Source: an optimization exercise on an open RTL-to-GDS flow (aim: small area). Production flows keep margins and buffers that such runs may drop. The RTL was checked by simulation tests, not by an equivalence proof against the original design.

==> flow/design.v <==
`default_nettype none
module pwd_processor (
    input  logic       clk,
    input  logic       rst_n,
    input  logic       in_valid,
    input  logic [8:0] in_data,
    output logic       busy,
    output logic       out_valid,
    output logic [8:0] out_data
);
    logic [8:0] r0, r1, r2, r3;
    logic [8:0] c;
    logic [5:0] t;
    logic [1:0] nreg;      
    logic       flag;
    logic       run;
    logic [3:0] pass;
    logic [1:0] slot;
    logic       real_w, even;
    logic       padfill, sortph, rot;
    logic       p_dec, p_min, p_flag, p_u, p_max, p_shift, p_ctr, p_smo;
    logic [5:0] tinc;
    assign tinc   = t ^ {&t[4:0], &t[3:0], &t[2:0], &t[1:0], t[0], 1'b1};
    assign run    = busy || (t != 6'd1 && !in_valid);
    assign pass   = t[5:2];
    assign slot   = t[1:0];
    assign even   = nreg[0];
    always_comb begin
        case ({nreg, slot})
            4'b10_00, 4'b11_00, 4'b11_01, 4'b01_00, 4'b01_01, 4'b01_10, 4'b01_11,
            4'b00_00, 4'b00_01, 4'b00_10: real_w = 1'b1;
            default: real_w = 1'b0;
        endcase
    end
    assign padfill = t[5:4] == 2'd0 && t[3:1] != 3'b111;
    assign sortph  = !padfill && t < 6'd28;
    assign rot     = t == 6'd18 || t == 6'd23;
    assign p_dec   = pass == 4'd7;
    assign p_min   = pass == 4'd8;
    assign p_flag  = pass == 4'd9;
    assign p_u     = pass == 4'd10;
    assign p_max   = pass == 4'd11;
    assign p_shift = pass == 4'd12;
    assign p_ctr   = pass == 4'd13;
    assign p_smo   = pass == 4'd14;
    logic [6:0] y6;
    logic [3:0] h;
    logic [4:0] m3;        
    logic       k2, k3, k4, k5;
    always_comb begin
        h     = r0[7:4];
        m3[0] = h[0];
        m3[1] = h[1] ^ h[0];
        k2    = h[1] & h[0];
        m3[2] = h[2] ^ h[1] ^ k2;
        k3    = (h[2] & h[1]) | (k2 & (h[2] ^ h[1]));
        m3[3] = h[3] ^ h[2] ^ k3;
        k4    = (h[3] & h[2]) | (k3 & (h[3] ^ h[2]));
        m3[4] = h[3] ^ k4;
        k5    = h[3] & k4;
        y6    = {k5 ^ m3[4], ~m3[4], m3[3:0], 1'b1};
    end
    logic        cin, neg, negx, lt;
    logic [10:0] a, b, s;
    logic [11:0] cy;
    assign neg  = (p_dec && r0[8]) || p_flag;
    assign negx = p_flag;
    assign a    = {{3{r0[8] ^ negx}}, r0[7:0] ^ {8{neg}}};
    assign b    = p_smo ? {r3[8], r3, 1'b0} : p_dec ? ({4'b0, y6} ^ {11{!r0[8]}}) : {{2{c[8]}}, c};
    assign cin  = !(p_smo || (p_ctr && flag));
    always_comb begin
        cy[0] = cin;
        for (int i = 0; i < 11; i++) begin
            s[i]    = a[i] ^ b[i] ^ cy[i];
            cy[i+1] = (a[i] & b[i]) | (cy[i] & (a[i] ^ b[i]));
        end
    end
    assign lt = s[10];
    logic [10:0] y;
    logic        r1b, r0b, nr1, nr0, corr;
    logic [8:0]  qf, q;
    logic [9:0]  ic;
    always_comb begin
        y   = {s[10] ^ (s[9] | s[8]), ~(s[9] ^ s[8]), ~s[8], s[7:0]};
        r1b = 1'b0;
        r0b = 1'b0;
        qf  = 9'd0;
        for (int i = 10; i >= 0; i--) begin
            if (i < 9)
                qf[i] = r1b | (r0b & y[i]);
            nr1 = y[i] ? r1b : r0b;
            nr0 = y[i] ? !(r1b | r0b) : r1b;
            r1b = nr1;
            r0b = nr0;
        end
        corr  = s[10] & (r1b | r0b);
        ic[0] = corr;
        for (int i = 0; i < 9; i++) begin
            q[i]    = (i == 8 ? !qf[i] : qf[i]) ^ ic[i];
            ic[i+1] = (i == 8 ? !qf[i] : qf[i]) & ic[i];
        end
    end
    logic swap;
    assign swap = run && (padfill || (sortph && (rot || lt)));
    logic [8:0] tail;
    always_comb begin
        if (!run)
            tail = in_data;
        else if (padfill)
            tail = 9'h100;
        else if (swap)
            tail = ~c[8:0];
        else if ((p_dec && even) || p_u || p_ctr)
            tail = {s[8] ^ p_u, s[7:0]};
        else if (p_smo && slot != 2'd0)
            tail = q;
        else
            tail = r0;
    end
    assign out_data  = tail;
    assign out_valid = p_smo && real_w;
    always_ff @(posedge clk) begin
        r0 <= r1;
        r1 <= r2;
        r2 <= r3;
        r3 <= tail;
        if (!busy)
            nreg <= t[1:0];
        if (swap || ((p_min || p_max) && (slot == 2'd0 || (real_w && (lt ^ p_max)))))
            c <= ~r0;
        else if (p_shift && slot == 2'd0)
            c <= {1'b0, ~c[8], c[7:1]};
        if (p_flag) begin
            if (slot == 2'd0)
                flag <= !lt;
            else if (real_w)
                flag <= flag & !lt;
        end else if (p_shift && slot == 2'd0) begin
            flag <= flag & !c[0];
        end
    end
    assign busy = t[5] | t[4] | t[3];
    always_ff @(posedge clk or negedge rst_n) begin
        if (!rst_n)
            t <= 6'd1;
        else if (run)
            t <= (t == 6'd59) ? 6'd1 : {tinc[5:4], tinc[3] | !busy, tinc[2:0]};
        else if (in_valid)
            t <= tinc;
    end
endmodule
`default_nettype wire
==> flow/flow/run.sh <==
#!/bin/bash
# Standard ORFS layout with three changes that only affect how the layout is
# made, not what it implements:
#  - synthesis maps the logic with an area-oriented ABC script
#    (flow/abc.script) instead of ORFS's speed script, and leaves adders to
#    ABC instead of extracting full/half adder cells first (ADDER_MAP_FILE
#    empty); every other synthesis step is ORFS's own, so registers and
#    their names are unchanged;
#  - the port buffers are the smallest buffer, buf_1;
#  - clock tree synthesis adds no dummy loads.
# Each make step writes its own log under orfs/logs/; make's output goes to
# orfs_make.log.
set -euo pipefail
W=$(pwd)
rm -rf "$W/scripts"
cp -r "$FLOW_HOME/scripts" "$W/scripts"
cp "$W/flow/abc.script" "$W/scripts/abc_speed.script"
bash "$W/standard.sh" SCRIPTS_DIR="$W/scripts" ADDER_MAP_FILE= \
  "BUFFER_PORTS_ARGS=-buffer_cell sky130_fd_sc_hd__buf_1" \
  "CTS_ARGS=-sink_clustering_enable -repair_clock_nets -dont_use_dummy_load -buf_list sky130_fd_sc_hd__clkbuf_16 -root_buf sky130_fd_sc_hd__clkbuf_16 -sink_clustering_size 64 -sink_clustering_max_diameter 500" \
  finish > "$W/orfs_make.log" 2>&1
==> flow/flow/abc.script <==
strash
dch
amap
strash
dch
amap
==> flow/standard.sh <==
#!/bin/bash
# synth_recipe.tcl (not shown) runs the flow's synth.tcl, then flattens the netlist and writes it again
# the make line also repeats each setting of config.mk as NAME=value (left out here)
make -C /OpenROAD-flow-scripts/flow DESIGN_CONFIG=/design/flow/config.mk WORK_HOME=/design/flow/orfs CLKGATE_MAP_FILE= SYNTH_SCRIPT=/design/flow/synth_recipe.tcl "${@:-finish}"
==> flow/config.mk <==
export PLATFORM = sky130hd
export DESIGN_NAME = pwd_processor
export DESIGN_NICKNAME = pwd_processor
export VERILOG_FILES = /design/flow/design.v
export SDC_FILE = /design/flow/constraint.sdc
export NUM_CORES = 4
export LEC_CHECK = 0
export CAP_MARGIN = 20
export CORE_MARGIN = 2
export CORE_UTILIZATION = 40
export GPL_TIMING_DRIVEN = 0
export SLEW_MARGIN = 20
==> flow/constraint.sdc <==
create_clock -name core_clock -period 18.0 [get_ports {clk}]
set_input_delay 3.6000 -clock core_clock [delete_from_list [all_inputs] [get_ports {clk}]]
set_output_delay 3.6000 -clock core_clock [all_outputs]
set_load 0.01 [all_outputs]
==> results of run 1 <==
-- critical path: cells and delay by family (launching register included) --
kind	cells	cell delay [ns]
compound gates	18	3.60
buf+inv	6	1.30
flops	1	0.43
simple gates	30	4.96
-- final timing paths --
path	slack, ns	end	depth (start not counted)	startpoint
worst max-delay path	3.84	out_data[8]	54	t[3]
worst min-delay path	0.33	r0[8]	0	r1[8]
worst max register to register	7.75	r3[8]	53	t[3]
worst min register to register	0.33	r0[8]	0	r1[8]
max in group asynchronous	14.56	t[0]	1	rst_n
min in group asynchronous	3.16	t[3]	1	rst_n
-- kinds of logic (layout without fill, tap and decap cells) --
family	after synthesis	after routing	share of synthesized area (%)
and+or+nand+nor	124	124	17.57
buffers and inverters	41	69	5.486
AOI/OAI and AO/OA	150	150	32.69
xor gates and xnor gates	1	1	0.3123
DFF	54	54	43.93
-- cell usage in the layout, fill, tap and decap left out, drive strengths merged, types with 2 or more instances in the layout --
master,n
edfxtp,12
a22oi,5
clkbuf,5
dfxtp,36
clkinv,41
nor3,7
nand3,3
nor2,75
a31oi,3
a211oi,2
a21oi,33
o221ai,5
o21a,6
o31ai,2
buf,23
dfrtp,5
o22ai,27
a21o,4
nand2,33
o32ai,5
a22o,2
o21ai,47
or2,3
-- routing by layer --
metal  wire, um  share of wire (%)  vias up
met4        116                1.5        0
met3        509                6.5       14
met2       3506                 45       94
li1           -                  -     1405
met5          0                  0        -
met1       3643                 47     1295
-- stage by stage --
stage,hold slack (ns),std cells
after global placement,0.3106,488
after detailed placement,0.3121,489
after CTS,0.3272,494
final,0.3260,494
after global routing,0.3291,494
after floorplan,0.3096,370
-- registers in the layout (all words and copies together), names as in the netlist --
register / count
t: 6
nreg: 2
c: 9
r3: 9
r1: 9
r2: 9
flag: 1
r0: 9
-- layout make-up --
class                           count  area, um^2
Multi-Input combinational cell    275        1431
Timing Repair Buffer               23       87.58
Clock buffer                        5       125.1
Inverter                           41       153.9
Fill cell                         693        3643
Tap cell                           96       120.1
Sequential cell                    54        1232
==> summary.txt, run 1 <==
Post-placement cell area: 3025 um^2
Routed WL per cell: 15.74 um
Status: finished clean
Worst setup margin: 3.838 ns
Fmax: 70.61 MHz
Initial Utilization: 41.29%
Part of the cycle the worst path needs: 78.68%
CTS sink cnt: 54
Synth cell types: 35
Fin. max-slew vios: 0
Std-Cell Core Area: 6794 um^2
Place WS: 4.423 ns
Post-synth top area share: 25.69%
Fin Clk Skew: 0.01631 ns
Worst skew pair latency: 0.30 ns
Worst Hold Class: reg -> reg
Crit-path max FO: 10
RD Place Congestion: 0.8721
Vias in the first global route: 2,563
Via/cell ratio: 5.684
Grt ovf: 0
Crit path time final: 14.16 ns
Initial antenna violation count: 0
# hold bufs at CTS: 0
RSZ-0062 raised after global routing: no
Worst Setup End Kind: output pin
FFs w/ async S/R, synth: 11.11%
Clock Pin Slew Worst Setup and Hold Paths: 0.07 ns
PostCTS Resize Cnt: 0
Final Hold Fails: 0
Num CTS Buffers: 5
Setup repair bufs after CTS: 0
Crit path max-delay cell type: nor3_2
Setup_tns: 0 ns
Worst path max stage delay: 0.61 ns
I/O pin cnt: 23
M1 GR Usage: 28.21%
Longest Clk Path Bufs: 2
Post-DP HPWL: 5495 um
Ys flop type: dfxtp_1
Number of flops mapped to enable cells by yosys: 12
WL final: 7775 um
Top post-synthesis cells by area: dfxtp_1 26%, edfxtp_1 13%, nor2_1 10%
Met3 Use GR: 3.770%
Finished Core Util: 46.37%
Synthesized cell area: 2805 um^2
GR Util All Layers: 21.30%
Critical Path AT: 10.56 ns
Yosys reg bits: 54
Startpoint Class: register
Layout cells sized above 1: 2.261%
Synth warn: 1
Ant diodes: 0
Die X: 87.75 um
Most frequent cell after synthesis: nor2_1
Synth cell count leaders: 75 x nor2_1, 47 x o21ai_0, 41 x clkinv_1
Die area: 7699 um^2
Die Y: 87.75 um
Most frequent CP cell: nor2_1
Nets@finish: 412
Syn Area/Cell: 7.582 um^2
Antenna-violating nets left: 0
Clk root buf: clkbuf_16
CTS tree: built
Final setup violating endpoints: 0
Vias: 2,808
Area Growth Syn to Fin: 12.31%
Met2 GRT Util: 35.33%
Max_cap viols: 0
Router iterations before antenna repair: 5
Sequential share of the synthesized area: 43.93%
Final instance area: 3151 um^2
First-pass GRT wire length: 12,610 um
Worst Tran Pin Value: 0.9986 ns
Busiest grt layer: met2
FP Rows: 30
H-tree depth: 2
Crit Path Category: reg -> out
Critical path required time: 14.40 ns
First DRT Iteration DRCs: 250
Drt drc: 0
Synth Net Count: 382
Synth Instances: 370
Rel. slew slack: 33.18%
Port bufs: 22
Yosys top cell by area: dfxtp_1
Pin count of the biggest net entering global routing: 17
==> run 2: changes to the inputs <==
--- a/flow/flow/run.sh
+++ b/flow/flow/run.sh
@@ -17,5 +17,5 @@
 cp "$W/flow/abc.script" "$W/scripts/abc_speed.script"
 bash "$W/standard.sh" SCRIPTS_DIR="$W/scripts" ADDER_MAP_FILE= \
   "BUFFER_PORTS_ARGS=-buffer_cell sky130_fd_sc_hd__buf_1" \
-  "CTS_ARGS=-sink_clustering_enable -repair_clock_nets -dont_use_dummy_load -buf_list sky130_fd_sc_hd__clkbuf_16 -root_buf sky130_fd_sc_hd__clkbuf_16 -sink_clustering_size 64 -sink_clustering_max_diameter 500" \
+  "CTS_ARGS=-sink_clustering_enable -repair_clock_nets -dont_use_dummy_load -buf_list sky130_fd_sc_hd__clkbuf_4 -root_buf sky130_fd_sc_hd__clkbuf_8" \
   finish > "$W/orfs_make.log" 2>&1
==> run 2 against run 1 <==
  * Clock skew increased by 0.0071 ns
  * Design area down 1.8%
  * Synthesized area unchanged
  * Register-to-register slack lost 0.04 ns
  * Setup slack got worse by 0.048 ns
==> summary.txt, run 2 <==
Worst path max stage delay: 0.61 ns (about the same)
Worst setup path end: out_data[7]
Synth warn: 1 (unchanged)
First-pass GRT wire length: 12,520 um (-0.71%)
Number of flops mapped to enable cells by yosys: 12 (unchanged)
FFs w/ async S/R, synth: 11.11% (unchanged)
Worst skew pair latency: 0.31 ns (about the same)
Via/cell ratio: 5.619 (-1.1%)
Synth cell types: 35 (unchanged)
Crit-path max FO: 10 (unchanged)
Clk root buf: clkbuf_8
Leading cell type in the layout, fill and taps excluded: nor2_1
Worst Setup End Kind: output pin
Initial antenna violation count: 0 (unchanged)
Finished Core Util: 45.54% (-0.83 points)
Grt ovf: 0 (unchanged)
Synthesized cell area: 2805 um^2 (unchanged)
Vias in the first global route: 2,531 (-1.2%)
Die Y: 87.75 um (unchanged)
Antenna-violating nets left: 0 (unchanged)
CTS tree: built
Drt drc: 0 (unchanged)
Critical path launch point: t[3]
I/O pin cnt: 23 (unchanged)
GR Util All Layers: 21.17% (-0.14 points)
Die X: 87.75 um (unchanged)
WL final: 7808 um (+0.42%)
FP Rows: 30 (unchanged)
Sequential share of the synthesized area: 43.93% (unchanged)
Most frequent cells in the layout: 75 x nor2_1, 46 x o21ai_0, 41 x clkinv_1, 36 x dfxtp_1
First DRT Iteration DRCs: 245 (-2.0%)
PostCTS Resize Cnt: 0 (unchanged)
Post-DP HPWL: 5495 um (unchanged)
Clock Pin Slew Worst Setup and Hold Paths: 0.09 ns (+0.02 ns)
Nets@finish: 412 (unchanged)
Initial Utilization: 41.29% (unchanged)
Worst Hold Class: reg -> reg
Port bufs: 22 (unchanged)
Pin count of the biggest net entering global routing: 17 (unchanged)
Num CTS Buffers: 5 (unchanged)
Yosys top cell by area: dfxtp_1
Routed WL per cell: 15.81 um (+0.42%)
Synth Instances: 370 (unchanged)
R2R Setup Slk: 7.71 ns (-0.04 ns)
Critical Path AT: 10.61 ns (+0.05 ns)
Post-synth top area share: 25.69% (unchanged)
Ys flop type: dfxtp_1
Std-Cell Core Area: 6794 um^2 (unchanged)
Rel. slew slack: 29.10% (-4.1 points)
Synth Net Count: 382 (unchanged)
Critical path required time: 14.40 ns (about the same)
Final setup violating endpoints: 0 (unchanged)
Worst Tran Pin Value: 1.056 ns (+0.05786 ns)
RSZ-0062 raised after global routing: no
Final Hold Fails: 0 (unchanged)
Crit path time final: 14.21 ns (+0.04770 ns)
Status: finished clean
Top post-synthesis cells by area: dfxtp_1 26%, edfxtp_1 13%, nor2_1 10%
Part of the cycle the worst path needs: 78.94% (+0.27 points)
R2R Path End: r3[8]
Startpoint Class: register
Most frequent cell after synthesis: nor2_1
Fin. max-slew vios: 0 (unchanged)
Vias: 2,776 (-1.1%)
Longest Clk Path Bufs: 2 (unchanged)
Yosys reg bits: 54 (unchanged)
Router iterations before antenna repair: 5 (unchanged)
Fmax: 70.37 MHz (-0.34%)
Synth cell count leaders: 75 x nor2_1, 47 x o21ai_0, 41 x clkinv_1
Die area: 7699 um^2 (unchanged)
Worst Reg-to-Reg Cells: 53 (unchanged)
Max_cap viols: 0 (unchanged)
Critical R2R Launch: t[3]
Setup_tns: 0 ns (unchanged)
Crit Path Category: reg -> out
WHS Path Cells: 0 (unchanged)
RD Place Congestion: 0.8721 (unchanged)
Setup repair bufs after CTS: 0 (unchanged)
Most frequent CP cell: nor2_1
Area Growth Syn to Fin: 10.30%
Ant diodes: 0 (unchanged)
Layout cells sized above 1: 2.261% (unchanged)
Crit path max-delay cell type: nor3_2
H-tree depth: 2 (unchanged)
CTS sink cnt: 54 (unchanged)
Fin Clk Skew: 0.02339 ns (+0.007081 ns)
Syn Area/Cell: 7.582 um^2 (unchanged)
# hold bufs at CTS: 0 (unchanged)
run 2: stage by stage:
| step | setup WS, ns | cells | cell area [um^2] | hold slack, ns |
|---|---|---|---|---|
| 2_1_floorplan | 6.397 | 370 | 2805 | 0.3096 |
| 3_3_place_gp | 4.133 | 488 | 3008 | 0.3106 |
| 3_5_place_dp | 4.423 | 489 | 3025 | 0.3121 |
| 4_1_cts | 4.050 | 494 | 3094 | 0.3342 |
| 5_1_grt | 2.511 | 494 | 3094 | 0.3364 |
| 6_report | 3.790 | 494 | 3094 | 0.3314 |
run 2: worst min path at each step:
stage,start,to,slack [ns]
detailed placement,r2[5],r1[5],0.31
global route,r2[5],r1[5],0.34
CTS,r2[5],r1[5],0.33
finish,r1[3],r0[3],0.33
global placement,r2[3],r1[3],0.31
floorplan,r1[0],r0[0],0.31
run 2: layout make-up:
cell class                      count  area [um^2]
Fill cell                         702         3700
Multi-Input combinational cell    275         1431
Sequential cell                    54         1232
Inverter                           41        153.9
Tap cell                           96        120.1
Timing Repair Buffer               23        87.58
Clock buffer                        5        68.82
run 2: cells by family after synthesis:
family / synth area share, %
flip-flops: 43.93
AND/OR/NAND/NOR: 17.57
XOR/XNOR: 0.3123
buffers and inverters: 5.486
AO/OA/AOI/OAI: 32.69
run 2: per-layer routing:
metal  GRT usage [%]  share of wire, %
met2           34.71                44
met4           6.993               1.5
met1           28.44                46
met5               0                 0
met3           3.487               8.5
run 2: critical path, delay by kind of cell (launching register included):
family / cells / cell delay (ns)
AND/OR/NAND/NOR: 30 / 5.05
flip-flops: 1 / 0.43
AO/OA/AOI/OAI: 19 / 3.54
buffers and inverters: 6 / 1.31
==> run 3: changes to the inputs <==
--- a/flow/flow/run.sh
+++ b/flow/flow/run.sh
@@ -17,5 +17,5 @@
 cp "$W/flow/abc.script" "$W/scripts/abc_speed.script"
 bash "$W/standard.sh" SCRIPTS_DIR="$W/scripts" ADDER_MAP_FILE= \
   "BUFFER_PORTS_ARGS=-buffer_cell sky130_fd_sc_hd__buf_1" \
-  "CTS_ARGS=-sink_clustering_enable -repair_clock_nets -dont_use_dummy_load -buf_list sky130_fd_sc_hd__clkbuf_4 -root_buf sky130_fd_sc_hd__clkbuf_8" \
+  "CTS_ARGS=-sink_clustering_enable -repair_clock_nets -dont_use_dummy_load" \
   finish > "$W/orfs_make.log" 2>&1
==> run 3 against run 2 <==
  * Non-clock buffer count unchanged
  * Global-route usage stayed put
  * Worst hold slack unchanged
  * Via count is the same
  * Synthesized cell count stayed put
  * Critical path type unchanged
  * Sequential share of layout area stayed put
  * Fmax is the same
  * Design area did not move
  * Sequential cell count did not move
==> summary.txt, run 3 <==
Worst Tran Pin Value: 1.056 ns (unchanged)
Yosys top cell by area: dfxtp_1
Most frequent cells in the layout: 75 x nor2_1, 46 x o21ai_0, 41 x clkinv_1, 36 x dfxtp_1
FP Rows: 30 (unchanged)
Post-DP HPWL: 5495 um (unchanged)
Ant diodes: 0 (unchanged)
Die area: 7699 um^2 (unchanged)
Leading cell type in the layout, fill and taps excluded: nor2_1
Crit path time final: 14.21 ns (unchanged)
Synthesized cell area: 2805 um^2 (unchanged)
Fillers: 702 (unchanged)
Num CTS Buffers: 5 (unchanged)
Synth Net Count: 382 (unchanged)
Die Y: 87.75 um (unchanged)
Crit-path max FO: 10 (unchanged)
Vias in the first global route: 2,531 (unchanged)
WL final: 7808 um (unchanged)
Syn Area/Cell: 7.582 um^2 (unchanged)
FFs w/ async S/R, synth: 11.11% (unchanged)
Number of flops mapped to enable cells by yosys: 12 (unchanged)
Worst Hold Class: reg -> reg
Port bufs: 22 (unchanged)
Nets@finish: 412 (unchanged)
Crit path max-delay cell type: nor3_2
Place WS: 4.423 ns (unchanged)
Fin Clk Skew: 0.02339 ns (unchanged)
Startpoint Class: register
Top post-synthesis cells by area: dfxtp_1 26%, edfxtp_1 13%, nor2_1 10%
Setup_tns: 0 ns (unchanged)
Longest Clk Path Bufs: 2 (unchanged)
Ys flop type: dfxtp_1
Fmax: 70.37 MHz (unchanged)
Synth cell count leaders: 75 x nor2_1, 47 x o21ai_0, 41 x clkinv_1
Final Hold Fails: 0 (unchanged)
# hold bufs at CTS: 0 (unchanged)
Sequential share of the synthesized area: 43.93% (unchanged)
First-pass GRT wire length: 12,520 um (unchanged)
Max_cap viols: 0 (unchanged)
Clock Pin Slew Worst Setup and Hold Paths: 0.09 ns (about the same)
Xor/xnor share of the synthesized area: 0.3122% (unchanged)
GR Util All Layers: 21.17% (unchanged)
RD Place Congestion: 0.8721 (unchanged)
Synth Instances: 370 (unchanged)
I/O pin cnt: 23 (unchanged)
Clk root buf: clkbuf_8
Initial antenna violation count: 0 (unchanged)
Via/cell ratio: 5.619 (unchanged)
Critical Path AT: 10.61 ns (about the same)
PostCTS Resize Cnt: 0 (unchanged)
Crit Path Category: reg -> out
Critical path required time: 14.40 ns (about the same)
Fin. max-slew vios: 0 (unchanged)
First DRT Iteration DRCs: 245 (unchanged)
Worst path max stage delay: 0.61 ns (about the same)
Synth warn: 1 (unchanged)
Die X: 87.75 um (unchanged)
Worst setup margin: 3.790 ns (unchanged)
Largest family of logic cells by synthesized area: compound AO/OA/AOI/OAI gates
Post-synth top area share: 25.69% (unchanged)
Vias: 2,776 (unchanged)
Area Growth Syn to Fin: 10.30% (unchanged)
CTS sink cnt: 54 (unchanged)
Antenna-violating nets left: 0 (unchanged)
Pin count of the biggest net entering global routing: 17 (unchanged)
RSZ-0062 raised after global routing: no
Worst skew pair latency: 0.31 ns (about the same)
Largest delay share family, worst path: simple AND/OR/NAND/NOR gates
Post-synthesis adder-cell area fraction: 0% (unchanged)
Most frequent CP cell: nor2_1
CTS tree: built
Initial Utilization: 41.29% (unchanged)
Layout cells sized above 1: 2.261% (unchanged)
Std-Cell Core Area: 6794 um^2 (unchanged)
Drt drc: 0 (unchanged)
Part of the cycle the worst path needs: 78.94% (unchanged)
Grt ovf: 0 (unchanged)
Worst Path Buf+Inv: 6 (unchanged)
Simple logic cell fraction of the synthesized area: 17.57% (unchanged)
Post-synthesis compound-gate area fraction: 32.69% (unchanged)
Rel. slew slack: 29.10% (unchanged)
Synth cell types: 35 (unchanged)
Worst Setup End Kind: output pin
Router iterations before antenna repair: 5 (unchanged)
Most frequent cell after synthesis: nor2_1
H-tree depth: 2 (unchanged)
Yosys reg bits: 54 (unchanged)
Routed WL per cell: 15.81 um (unchanged)
Setup repair bufs after CTS: 0 (unchanged)
Mux share of post-synthesis cell area: 0% (unchanged)
Final setup violating endpoints: 0 (unchanged)
Status: finished clean
run 3: cell counts after synthesis:
Identical to the previous run, type by type.
run 3: layout make-up:
class,instances,area (um^2),share of cell area [%]
multi-input cells,275,1431,46.26
flip-flops and latches,54,1232,39.83
repair buffers,23,87.58,2.831
clock buffers,5,68.82,2.224
well taps,96,120.1,3.882
inverters,41,153.9,4.974
run 3: path summary, 6_finish.rpt:
path,startpoint,end,slack (ns),cells after the start
hold reg to reg,r1[3],r0[3],0.33,0
max in group asynchronous,rst_n,t[0],14.57,1
setup reg to reg,t[3],r3[8],7.71,53
setup / recovery,t[3],out_data[7],3.79,55
min in group asynchronous,rst_n,t[4],3.15,1
hold / removal,r1[3],r0[3],0.33,0
run 3: cell families (layout without fill, tap and decap cells):
kind of cell,after synthesis,in the layout
flip-flops,54,54
buffers and inverters,41,69
AO/OA/AOI/OAI,150,150
XOR/XNOR,1,1
AND/OR/NAND/NOR,124,124
run 3: stage by stage:
stage	instance area, um^2	cells	hold WS (ns)	util [%]
6_report	3094	494	0.3314	45.54
5_1_grt	3094	494	0.3364	45.54
4_1_cts	3094	494	0.3342	45.54
3_5_place_dp	3025	489	0.3121	44.53
3_3_place_gp	3008	488	0.3106	44.27
2_1_floorplan	2805	370	0.3096	-
run 3: routing by layer:
layer	share of wire, %	vias up	track usage, %	wire length, um
met5	0	-	0	0
met3	8.5	10	3.487	667
met2	44	110	34.71	3463
met4	1.5	0	6.993	114
li1	-	1398	-	-
met1	46	1258	28.44	3563

port drivers added, routing unchanged:
How much do the figures lean on ideal ports? The routed layouts below were timed once more, with nothing changed but the port constraints.
Step 1 (the two cells are an assumption about what drives the block):
set clk [get_ports {clk}]
set_driving_cell -lib_cell sky130_fd_sc_hd__clkbuf_16 $clk
set_driving_cell -lib_cell sky130_fd_sc_hd__buf_2 [delete_from_list [all_inputs] $clk]
Step 2 adds t to the input delays and takes it off the output delays; t is the mean of the earliest and latest rising clock arrival at the registers after step 1. Input paths then give back, and output paths get back, about the clock's delay inside the block.
Slacks: ideal / step 1 / step 2; pairs: ideal / step 1.
| run | shift t [ns] | setup WS [ns] | worst setup path after step 2 | worst register clock-pin slew, ns |
|---|---|---|---|---|
| run 1 | 0.326 | 3.838 / 3.804 / 4.130 | register to output | 0.07 / 0.07 |
| run 2 | 0.330 | 3.790 / 3.762 / 4.092 | register to output | 0.10 / 0.10 |
| run 3 | 0.330 | 3.790 / 3.762 / 4.092 | register to output | 0.10 / 0.10 |
After both steps setup and hold are still met in every run listed.
